Context: an optimization exercise on an open-source flow, tuned for small area. The choices shown serve that exercise and are no tape-out recipe. The RTL was checked by simulation tests, not by an equivalence proof against the original design. Power is estimated from default activity; no workload was simulated.

==> flow/design.v <==
`default_nettype none
package lq_cfg_pkg;
  localparam int lq_depth = 8;
  localparam int lq_idx_w = 3;
  localparam int dispatch_lanes = 2;
  localparam int rob_idx_w = 5;
  localparam int prf_idx_w = 6;
  localparam int addr_w = 16;
  localparam int data_w = 32;
  localparam logic [1:0] size_byte = 2'd0;
  localparam logic [1:0] size_half = 2'd1;
  localparam logic [1:0] size_word = 2'd2;
endpackage
`default_nettype wire
`default_nettype none
package lq_state_pkg;
  typedef enum logic [2:0] {
    empty,
    wait_addr,
    wait_cache,
    wait_memory,
    wait_cdb
  } entry_state_t;
endpackage
`default_nettype wire
`timescale 1ns/1ps
`default_nettype none
module lq_entry_fsm (
  input  wire                                      clock,
  input  wire                                      reset,
  input  wire                                      squash,
  input  wire [lq_cfg_pkg::dispatch_lanes-1:0]     dispatch_valid,
  input  wire [lq_cfg_pkg::lq_depth-1:0]           addr_valid,
  input  wire                                      cache_busy,
  input  wire [lq_cfg_pkg::lq_depth-1:0]           cache_gnt,
  input  wire                                      dcache_hit,
  input  wire [lq_cfg_pkg::lq_depth-1:0]           memory_response,
  input  wire [lq_cfg_pkg::lq_depth-1:0]           cdb_gnt,
  output logic [lq_cfg_pkg::lq_depth-1:0]          alloc_first,
  output logic [lq_cfg_pkg::lq_depth-1:0]          alloc_second,
  output logic [lq_cfg_pkg::lq_depth-1:0]          occupied,
  output logic [lq_cfg_pkg::lq_depth-1:0]          cache_req,
  output logic [lq_cfg_pkg::lq_depth-1:0]          cdb_req
);
  lq_state_pkg::entry_state_t state [lq_cfg_pkg::lq_depth];
  lq_state_pkg::entry_state_t next_state [lq_cfg_pkg::lq_depth];
  logic [lq_cfg_pkg::lq_depth-1:0] free_mask;
  logic [lq_cfg_pkg::lq_depth-1:0] lowest_free;
  logic [lq_cfg_pkg::lq_depth-1:0] second_pool;
  always_comb begin
    for (int i = 0; i < lq_cfg_pkg::lq_depth; i++) begin
      free_mask[i] = (state[i] == lq_state_pkg::empty);
      occupied[i] = ~free_mask[i];
      cache_req[i] = (state[i] == lq_state_pkg::wait_cache) && !cache_busy;
      cdb_req[i] = (state[i] == lq_state_pkg::wait_cdb);
    end
  end
  assign lowest_free = free_mask & (~free_mask + 1'b1);
  assign alloc_first = dispatch_valid[0] ? lowest_free : '0;
  assign second_pool = free_mask & ~alloc_first;
  always_comb begin
    alloc_second = '0;
    for (int i = 0; i < lq_cfg_pkg::lq_depth; i++) begin
      if (dispatch_valid[1] && second_pool[i]) begin
        alloc_second = '0;
        alloc_second[i] = 1'b1;
      end
    end
  end
  always_comb begin
    for (int i = 0; i < lq_cfg_pkg::lq_depth; i++) begin
      next_state[i] = state[i];
      case (state[i])
        lq_state_pkg::empty:
          if (alloc_first[i] || alloc_second[i]) next_state[i] = lq_state_pkg::wait_addr;
        lq_state_pkg::wait_addr:
          if (addr_valid[i]) next_state[i] = lq_state_pkg::wait_cache;
        lq_state_pkg::wait_cache:
          if (cache_gnt[i]) begin
            next_state[i] = dcache_hit ? lq_state_pkg::wait_cdb : lq_state_pkg::wait_memory;
          end
        lq_state_pkg::wait_memory:
          if (memory_response[i]) next_state[i] = lq_state_pkg::wait_cdb;
        lq_state_pkg::wait_cdb:
          if (cdb_gnt[i]) next_state[i] = lq_state_pkg::empty;
        default: next_state[i] = lq_state_pkg::empty;
      endcase
    end
  end
  always_ff @(posedge clock) begin
    for (int i = 0; i < lq_cfg_pkg::lq_depth; i++) begin
      if (reset || squash) begin
        state[i] <= lq_state_pkg::empty;
      end else begin
        state[i] <= next_state[i];
      end
    end
  end
endmodule
`default_nettype wire
`timescale 1ns/1ps
`default_nettype none
module lq_free_counter (
  input  wire                                   clock,
  input  wire                                   reset,
  input  wire                                   squash,
  input  wire [lq_cfg_pkg::lq_depth-1:0]        alloc_first,
  input  wire [lq_cfg_pkg::lq_depth-1:0]        alloc_second,
  input  wire [lq_cfg_pkg::lq_depth-1:0]        cdb_gnt,
  output logic [lq_cfg_pkg::lq_idx_w:0]         free_space
);
  logic [lq_cfg_pkg::lq_idx_w:0] taken;
  logic [lq_cfg_pkg::lq_idx_w:0] released;
  always_comb begin
    taken = {{lq_cfg_pkg::lq_idx_w{1'b0}}, |alloc_first};
    taken = taken + {{lq_cfg_pkg::lq_idx_w{1'b0}}, |alloc_second};
    released = {{lq_cfg_pkg::lq_idx_w{1'b0}}, |cdb_gnt};
  end
  always_ff @(posedge clock) begin
    if (reset || squash) begin
      free_space <= (lq_cfg_pkg::lq_idx_w + 1)'(lq_cfg_pkg::lq_depth);
    end else begin
      free_space <= free_space - taken + released;
    end
  end
endmodule
`default_nettype wire
`timescale 1ns/1ps
`default_nettype none
module lq_rr_arbiter #(
  parameter int width = lq_cfg_pkg::lq_depth
) (
  input  wire               clock,
  input  wire               reset,
  input  wire [width-1:0]   req,
  output logic [width-1:0]  gnt
);
  logic [width-1:0] mask;
  logic [width-1:0] masked_req;
  logic [width-1:0] masked_gnt;
  logic [width-1:0] plain_gnt;
  assign masked_req = req & mask;
  assign masked_gnt = masked_req & (~masked_req + {{(width-1){1'b0}}, 1'b1});
  assign plain_gnt = req & (~req + {{(width-1){1'b0}}, 1'b1});
  assign gnt = (|masked_req) ? masked_gnt : plain_gnt;
  always_ff @(posedge clock) begin
    if (reset) begin
      mask <= '0;
    end else if (|gnt) begin
      mask <= ~(gnt | (gnt - {{(width-1){1'b0}}, 1'b1}));
    end
  end
endmodule
`default_nettype wire
`timescale 1ns/1ps
`default_nettype none
module lq_entry_store (
  input  wire                                                          clock,
  input  wire                                                          reset,
  input  wire                                                          squash,
  input  wire [lq_cfg_pkg::lq_depth-1:0]                               alloc_first,
  input  wire [lq_cfg_pkg::lq_depth-1:0]                               alloc_second,
  input  wire [lq_cfg_pkg::lq_depth-1:0]                               occupied,
  input  wire [lq_cfg_pkg::dispatch_lanes-1:0][lq_cfg_pkg::rob_idx_w-1:0] dispatch_rob,
  input  wire [lq_cfg_pkg::dispatch_lanes-1:0][lq_cfg_pkg::prf_idx_w-1:0] dispatch_prf,
  input  wire [lq_cfg_pkg::dispatch_lanes-1:0][1:0]                    dispatch_size,
  input  wire [lq_cfg_pkg::dispatch_lanes-1:0]                         dispatch_signed,
  input  wire [lq_cfg_pkg::dispatch_lanes-1:0]                         alu_valid,
  input  wire [lq_cfg_pkg::dispatch_lanes-1:0][lq_cfg_pkg::rob_idx_w-1:0] alu_rob,
  input  wire [lq_cfg_pkg::dispatch_lanes-1:0][lq_cfg_pkg::addr_w-1:0] alu_addr,
  input  wire [lq_cfg_pkg::lq_depth-1:0]                               cache_gnt,
  input  wire                                                          dcache_hit,
  input  wire [lq_cfg_pkg::data_w-1:0]                                 dcache_data,
  input  wire [lq_cfg_pkg::lq_depth-1:0]                               memory_response,
  input  wire [lq_cfg_pkg::data_w-1:0]                                 memory_data,
  input  wire [lq_cfg_pkg::lq_depth-1:0]                               cdb_gnt,
  output logic [lq_cfg_pkg::lq_depth-1:0]                              addr_valid,
  output logic [lq_cfg_pkg::addr_w-1:0]                                cache_addr,
  output logic [lq_cfg_pkg::rob_idx_w-1:0]                             cdb_rob,
  output logic [lq_cfg_pkg::prf_idx_w-1:0]                             cdb_prf,
  output logic [lq_cfg_pkg::data_w-1:0]                                cdb_data
);
  logic [lq_cfg_pkg::rob_idx_w-1:0] rob_q [lq_cfg_pkg::lq_depth];
  logic [lq_cfg_pkg::prf_idx_w-1:0] prf_q [lq_cfg_pkg::lq_depth];
  logic [1:0] size_q [lq_cfg_pkg::lq_depth];
  logic [lq_cfg_pkg::lq_depth-1:0] signed_q;
  logic [lq_cfg_pkg::addr_w-1:0] addr_q [lq_cfg_pkg::lq_depth];
  logic [lq_cfg_pkg::data_w-1:0] word_q [lq_cfg_pkg::lq_depth];
  logic [lq_cfg_pkg::lq_depth-1:0] addr_match;
  logic [lq_cfg_pkg::addr_w-1:0] match_addr [lq_cfg_pkg::lq_depth];
  logic [1:0] sel_addr;
  logic [lq_cfg_pkg::data_w-1:0] sel_word;
  logic [1:0] sel_size;
  logic sel_signed;
  logic [lq_cfg_pkg::data_w-1:0] shifted;
  always_comb begin
    for (int i = 0; i < lq_cfg_pkg::lq_depth; i++) begin
      addr_match[i] = 1'b0;
      match_addr[i] = '0;
      for (int l = lq_cfg_pkg::dispatch_lanes - 1; l >= 0; l--) begin
        if (alu_valid[l] && occupied[i] && !addr_valid[i] && alu_rob[l] == rob_q[i]) begin
          addr_match[i] = 1'b1;
          match_addr[i] = alu_addr[l];
        end
      end
    end
  end
  always_ff @(posedge clock) begin
    if (reset || squash) begin
      addr_valid <= '0;
    end else begin
      for (int i = 0; i < lq_cfg_pkg::lq_depth; i++) begin
        if (alloc_first[i] || alloc_second[i] || cdb_gnt[i]) begin
          addr_valid[i] <= 1'b0;
        end else if (addr_match[i]) begin
          addr_valid[i] <= 1'b1;
        end
      end
    end
  end
  always_ff @(posedge clock) begin
    for (int i = 0; i < lq_cfg_pkg::lq_depth; i++) begin
      if (alloc_first[i]) begin
        rob_q[i] <= dispatch_rob[0];
        prf_q[i] <= dispatch_prf[0];
        size_q[i] <= dispatch_size[0];
        signed_q[i] <= dispatch_signed[0];
      end else if (alloc_second[i]) begin
        rob_q[i] <= dispatch_rob[1];
        prf_q[i] <= dispatch_prf[1];
        size_q[i] <= dispatch_size[1];
        signed_q[i] <= dispatch_signed[1];
      end
      if (addr_match[i]) addr_q[i] <= match_addr[i];
      if (cache_gnt[i] && dcache_hit) begin
        word_q[i] <= dcache_data;
      end else if (memory_response[i]) begin
        word_q[i] <= memory_data;
      end
    end
  end
  always_comb begin
    cache_addr = '0;
    cdb_rob = '0;
    cdb_prf = '0;
    sel_addr = '0;
    sel_word = '0;
    sel_size = '0;
    sel_signed = 1'b0;
    for (int i = 0; i < lq_cfg_pkg::lq_depth; i++) begin
      if (cache_gnt[i]) cache_addr = addr_q[i];
      if (cdb_gnt[i]) begin
        cdb_rob = rob_q[i];
        cdb_prf = prf_q[i];
        sel_addr = addr_q[i][1:0];
        sel_word = word_q[i];
        sel_size = size_q[i];
        sel_signed = signed_q[i];
      end
    end
  end
  assign shifted = sel_word >> {sel_addr, 3'b000};
  always_comb begin
    case (sel_size)
      lq_cfg_pkg::size_byte:
        cdb_data = {{(lq_cfg_pkg::data_w-8){sel_signed & shifted[7]}}, shifted[7:0]};
      lq_cfg_pkg::size_half:
        cdb_data = {{(lq_cfg_pkg::data_w-16){sel_signed & shifted[15]}}, shifted[15:0]};
      default:
        cdb_data = shifted;
    endcase
  end
endmodule
`default_nettype wire
`timescale 1ns/1ps
`default_nettype none
module load_queue (
  input  wire                                                          clock,
  input  wire                                                          reset,
  input  wire                                                          squash,
  input  wire [lq_cfg_pkg::dispatch_lanes-1:0]                         dispatch_valid,
  input  wire [lq_cfg_pkg::dispatch_lanes-1:0][lq_cfg_pkg::rob_idx_w-1:0] dispatch_rob,
  input  wire [lq_cfg_pkg::dispatch_lanes-1:0][lq_cfg_pkg::prf_idx_w-1:0] dispatch_prf,
  input  wire [lq_cfg_pkg::dispatch_lanes-1:0][1:0]                    dispatch_size,
  input  wire [lq_cfg_pkg::dispatch_lanes-1:0]                         dispatch_signed,
  input  wire [lq_cfg_pkg::dispatch_lanes-1:0]                         alu_valid,
  input  wire [lq_cfg_pkg::dispatch_lanes-1:0][lq_cfg_pkg::rob_idx_w-1:0] alu_rob,
  input  wire [lq_cfg_pkg::dispatch_lanes-1:0][lq_cfg_pkg::addr_w-1:0] alu_addr,
  input  wire                                                          cache_busy,
  output logic [lq_cfg_pkg::lq_depth-1:0]                              cache_gnt,
  output logic [lq_cfg_pkg::addr_w-1:0]                                cache_addr,
  input  wire                                                          dcache_hit,
  input  wire [lq_cfg_pkg::data_w-1:0]                                 dcache_data,
  input  wire [lq_cfg_pkg::lq_depth-1:0]                               memory_response,
  input  wire [lq_cfg_pkg::data_w-1:0]                                 memory_data,
  output logic [lq_cfg_pkg::lq_idx_w:0]                                free_space,
  output logic                                                         cdb_valid,
  output logic [lq_cfg_pkg::rob_idx_w-1:0]                             cdb_rob,
  output logic [lq_cfg_pkg::prf_idx_w-1:0]                             cdb_prf,
  output logic [lq_cfg_pkg::data_w-1:0]                                cdb_data
);
  logic [lq_cfg_pkg::lq_depth-1:0] alloc_first;
  logic [lq_cfg_pkg::lq_depth-1:0] alloc_second;
  logic [lq_cfg_pkg::lq_depth-1:0] occupied;
  logic [lq_cfg_pkg::lq_depth-1:0] addr_valid;
  logic [lq_cfg_pkg::lq_depth-1:0] cache_req;
  logic [lq_cfg_pkg::lq_depth-1:0] cdb_req;
  logic [lq_cfg_pkg::lq_depth-1:0] cdb_gnt;
  lq_entry_fsm fsm_i (
    .clock, .reset, .squash, .dispatch_valid, .addr_valid, .cache_busy,
    .cache_gnt, .dcache_hit, .memory_response, .cdb_gnt,
    .alloc_first, .alloc_second, .occupied, .cache_req, .cdb_req
  );
  lq_free_counter counter_i (
    .clock, .reset, .squash, .alloc_first, .alloc_second, .cdb_gnt, .free_space
  );
  lq_rr_arbiter #(.width(lq_cfg_pkg::lq_depth)) cache_arb_i (
    .clock, .reset, .req(cache_req), .gnt(cache_gnt)
  );
  lq_rr_arbiter #(.width(lq_cfg_pkg::lq_depth)) cdb_arb_i (
    .clock, .reset, .req(cdb_req), .gnt(cdb_gnt)
  );
  lq_entry_store store_i (
    .clock, .reset, .squash, .alloc_first, .alloc_second, .occupied,
    .dispatch_rob, .dispatch_prf, .dispatch_size, .dispatch_signed,
    .alu_valid, .alu_rob, .alu_addr, .cache_gnt, .dcache_hit, .dcache_data,
    .memory_response, .memory_data, .cdb_gnt,
    .addr_valid, .cache_addr, .cdb_rob, .cdb_prf, .cdb_data
  );
  assign cdb_valid = |cdb_gnt;
endmodule
`default_nettype wire
==> flow/run.sh <==
#!/bin/bash
# synth_recipe.tcl (not shown) runs the flow's synth.tcl, then flattens the netlist and writes it again
# the make line also repeats each setting of config.mk as NAME=value (left out here)
make -C /OpenROAD-flow-scripts/flow DESIGN_CONFIG=/design/flow/config.mk WORK_HOME=/design/flow/orfs CLKGATE_MAP_FILE= SYNTH_SCRIPT=/design/flow/synth_recipe.tcl finish
==> flow/config.mk <==
export PLATFORM = sky130hd
export DESIGN_NAME = load_queue
export DESIGN_NICKNAME = load_queue
export VERILOG_FILES = /design/flow/design.v
export SDC_FILE = /design/flow/constraint.sdc
export NUM_CORES = 4
export LEC_CHECK = 0
export CAP_MARGIN = 20
export CORE_MARGIN = 2
export CORE_UTILIZATION = 40
export SLEW_MARGIN = 20
==> flow/constraint.sdc <==
create_clock -name core_clock -period 7.0 [get_ports {clock}]
set_input_delay 1.4000 -clock core_clock [delete_from_list [all_inputs] [get_ports {clock}]]
set_output_delay 1.4000 -clock core_clock [all_outputs]
set_load 0.01 [all_outputs]
==> run notes <==
* Status: no timing/DRC/antenna violations
* Crit start category: flop
* Crit path max-delay family: compound AO/OA/AOI/OAI gates
* Hold Crit Class: reg2reg
* Pre-Repair DR Iteration Count at 6
* Crit. End Element: output port
* Seq cells post-synth at 546
* Via Count at ~22000
* Clk sinks at between 500 and 600
* GR Layer Usage met2 at 0.425
* Synth unique cells at 97
* Synth top area share at 0.508
* Max transition margin at 0.184
* CP Class: reg2out
* Die outline area at between 0.07 and 0.08 sq mm
* Global placement routability congestion at 0.946
* Clock latency at the later pin of the worst-skew pair at between 600 and 700 ps
* Hold_ws at slightly above 500 ps
* Fin crit share at 0.957
* Vias in the first global route at between 20000 and 25000
* Maxcap violations at 0
* Critical Path Fanout Max at 16
* Initial antenna violation count at 17
* Share of layout cells above drive strength 1 at 0.250
* CTS Buf Count at 57
* Rows at between 90 and 100
* H-Tree Depth at 2
* First-pass GRT wire length at approximately 150000 microns
* Commonest non-fill, non-tap cell in the layout: edfxtp_1
* CTS tree: yes
* Buf/Inv on CP at 2
* P&R area growth vs syn at 18.5%
* CP max-delay cell: and2_1
* Cells after Synth at roughly 2400
* DIE HEIGHT at roughly 270 microns
* Synthesis warning total at 12
* Core Area at just over 0.07 sq mm
* Largest net degree at the start of global routing at 48
* Power per cell area at between 200 and 250 mW/mm^2
* Lkg Pwr at about 12 nW
* GR peak layer: met2
* Peak supply drop at 173 uV
* Worst Path Required at 5600 ps
* Seq/Total Area, Yosys at 0.542
* WL/cell at approximately 29 microns
* Post-synth EDFFs at 496
* Clk_skew at about 25 ps
* Avg Inst Size Synth at around 12 sq um
* Port Buffers at 222
* Worst-Margin Slew at roughly 1200 ps
* Initial Util at 0.403
* Clock Path Buffers at 3
* Final hold vios at 0
* Post-Syn Area at 0.0293 sq mm
* Clk pin slew, worst setup/hold paths at 70 ps
* Syn Nets at between 2000 and 3000
* Post-synth top area cell: edfxtp_1
* Final Critical Period at ~6700 ps
* Crit path DAT at about 5300 ps
* Starting DRC count in detailed routing at ~2400
* Setup TNS at 0 ps
* M3 GR Usage at 0.0462
* Commonest register cell after synthesis: edfxtp_1
* GRT met1 Usage at 0.360
* Synth area leaders: edfxtp_1, mux2_2, a22o_1
* Vias per inst at roughly 6.2
* Layout Utilization at 0.477
* Drt drc at 0
* Cts hold-fix bufs at 0
* Max Slew Vio Count at 0
* FMAX at about 150 MHz
* Most frequent cells in the layout: edfxtp_1, mux2_2, clkdlybuf4s50_1
* Gr ovfl total at 0
* Crit path largest cell delay at 600 ps
* IO Pins at 223
* # nets final at 2725
* Crit path cell chain: and4bb_4, a211o_2, nor2_1, and2_1, buf_4, a2111oi_2, a21oi_1, nor4b_2, a32oi_4, o211ai_1, clkdlybuf4s50_1
* Antenna Nets Post-Route at 0
* FFs w/ async S/R, synth at 0
* GR Util All Layers at 0.263
* Routed WL at approximately 100000 microns
* RSZ-0062 raised after global routing: false
* Root buffer cell: clkbuf_16
* Setup-failing EPs final at 0
* DPL Wire Length at between 60000 and 70000 microns
* Die W at between 200 and 300 microns
-- cell type report --
class | instances | area (sq um)
diodes | 8 | 20.0
fillers | 6416 | 38000
clock buffers | 71 | 1510
inverters | 28 | 105
flip-flops and latches | 546 | 15900
multi-input cells | 1607 | 12600
clock inverters | 34 | 339
well taps | 959 | 1200
repair buffers | 327 | 3050
-- what timing repair did --
item | CTS | global route
buffers inserted | 0 | 0
gates resized for setup | 0 | 1
setup endpoints to repair | 0 | 24
endpoints found under the hold margin | 0 | 0
-- kinds of logic (layout without fill, tap and decap cells) --
family	after synthesis	in the layout	share of synthesized area
AO/OA/AOI/OAI	565	565	0.150
other	0	8	0
multiplexers	389	389	0.150
XOR/XNOR	83	83	0.0248
buffers and inverters	232	460	0.0333
adder cells (fa/ha/maj)	7	7	0.00324
AND/OR/NAND/NOR	563	563	0.0971
flip-flops	546	546	0.542
-- where the power goes --
group	switching, mW	leakage (nW)	internal [mW]	total (mW)
clock network	1.33	0.893	1.71	3.05
logic	0.311	5.81	0.258	0.569
registers	0.0524	5.05	3.70	3.75
-- worst reg2reg max path: stages (launching register included) --
cell      delay (ps)
dfxtp_1          570
nor3b_1          170
a22o_1           250
nand4b_1         380
nand3b_1         280
o32ai_1          540
nand2_1          190
buf_4            270
inv_1            130
nand2_2           70
buf_4            330
nand2b_2         380
buf_4            490
-- metrics by stage --
| step | cells | instance area, sq um | power (mW) | setup slack (ps) |
|---|---|---|---|---|
| detailed placement | 3467 | 32800 | 4.38 | 479 |
| global route | 3580 | 34700 | 7.56 | 23.4 |
| global placement | 3466 | 32800 | 4.36 | 588 |
| floorplan | 2385 | 29300 | 4.10 | 1750 |
| finish | 3580 | 34700 | 7.36 | 304 |
| CTS | 3572 | 34700 | 7.38 | 198 |
-- metal layers --
| layer | wire, microns | up-vias | share of wire |
|---|---|---|---|
| met1 | 43100 | 11300 | 0.42 |
| met5 | 117 | - | 0.0011 |
| met2 | 47800 | 989 | 0.47 |
| li1 | - | 9732 | - |
| met3 | 7970 | 190 | 0.078 |
| met4 | 3080 | 18 | 0.030 |
-- cells in the mapped netlist, types with 13 or more instances --
| cell | count |
|---|---|
| buf_1 | 44 |
| nand2_1 | 181 |
| edfxtp_1 | 496 |
| a21oi_1 | 50 |
| o21ai_0 | 86 |
| a221oi_1 | 30 |
| buf_2 | 35 |
| dfxtp_1 | 50 |
| mux2_2 | 376 |
| a22o_1 | 147 |
| inv_1 | 28 |
| or2_2 | 13 |
| nand4_1 | 22 |
| or3_1 | 13 |
| o22ai_1 | 38 |
| a222oi_1 | 38 |
| nand2b_1 | 19 |
| nor3_1 | 49 |
| nor2_1 | 122 |
| xnor2_1 | 68 |
| a22oi_1 | 32 |
| nand3_1 | 50 |
| a211oi_1 | 18 |
| clkbuf_1 | 113 |
| xor2_1 | 15 |
-- sequential cells by signal, indices dropped and copies added, names as in the netlist, 7 cells and up --
signal and cells:
cache_arb_i.mask 7, cdb_arb_i.mask 7, fsm_i.state 24, store_i.addr_q 128
store_i.addr_valid 8, store_i.prf_q 48, store_i.rob_q 40, store_i.signed_q 8
store_i.size_q 16, store_i.word_q 256
-- path summary, 6_finish.rpt --
| kind | end | cells past startpoint | startpoint | slack [ps] |
|---|---|---|---|---|
| worst max-delay path | cdb_data[18] | 11 | fsm_i.state[1][0] | 300 |
| worst min-delay path | cache_arb_i.mask[3] | 2 | cache_arb_i.mask[3] | 510 |
| worst max register to register | store_i.word_q[5][0] | 12 | fsm_i.state[1][0] | 2570 |
| worst min register to register | cache_arb_i.mask[3] | 2 | cache_arb_i.mask[3] | 510 |

[separate check: timing with driven ports]
The results above use ideal ports. As a check the final layout listed here was re-extracted and re-timed, cells and wires unchanged.
Step 1 (the two cells are an assumption about what drives the block):
set clk [get_ports {clock}]
set_driving_cell -lib_cell sky130_fd_sc_hd__clkbuf_16 $clk
set_driving_cell -lib_cell sky130_fd_sc_hd__buf_2 [delete_from_list [all_inputs] $clk]
Step 2 times the ports against the registers' clock, not the clock port: input delays grow and output delays shrink by t, the midpoint of the rising clock arrivals with the driver on.
a / b / c = ideal / step 1 / step 2; a / b = the first two.
t (ns): 0.693
slack for setup (ns): 0.304 / 0.239 / 0.325
worst setup path after step 2: input to output
latest minus earliest clock arrival (ns): 0.028 / 0.028
slew at the worst register clock pin (ns): 0.07 / 0.07
After both steps this run still meets setup and hold. The setup slack of this run moves by -0.065 ns with the drivers and by +0.021 ns with both steps.
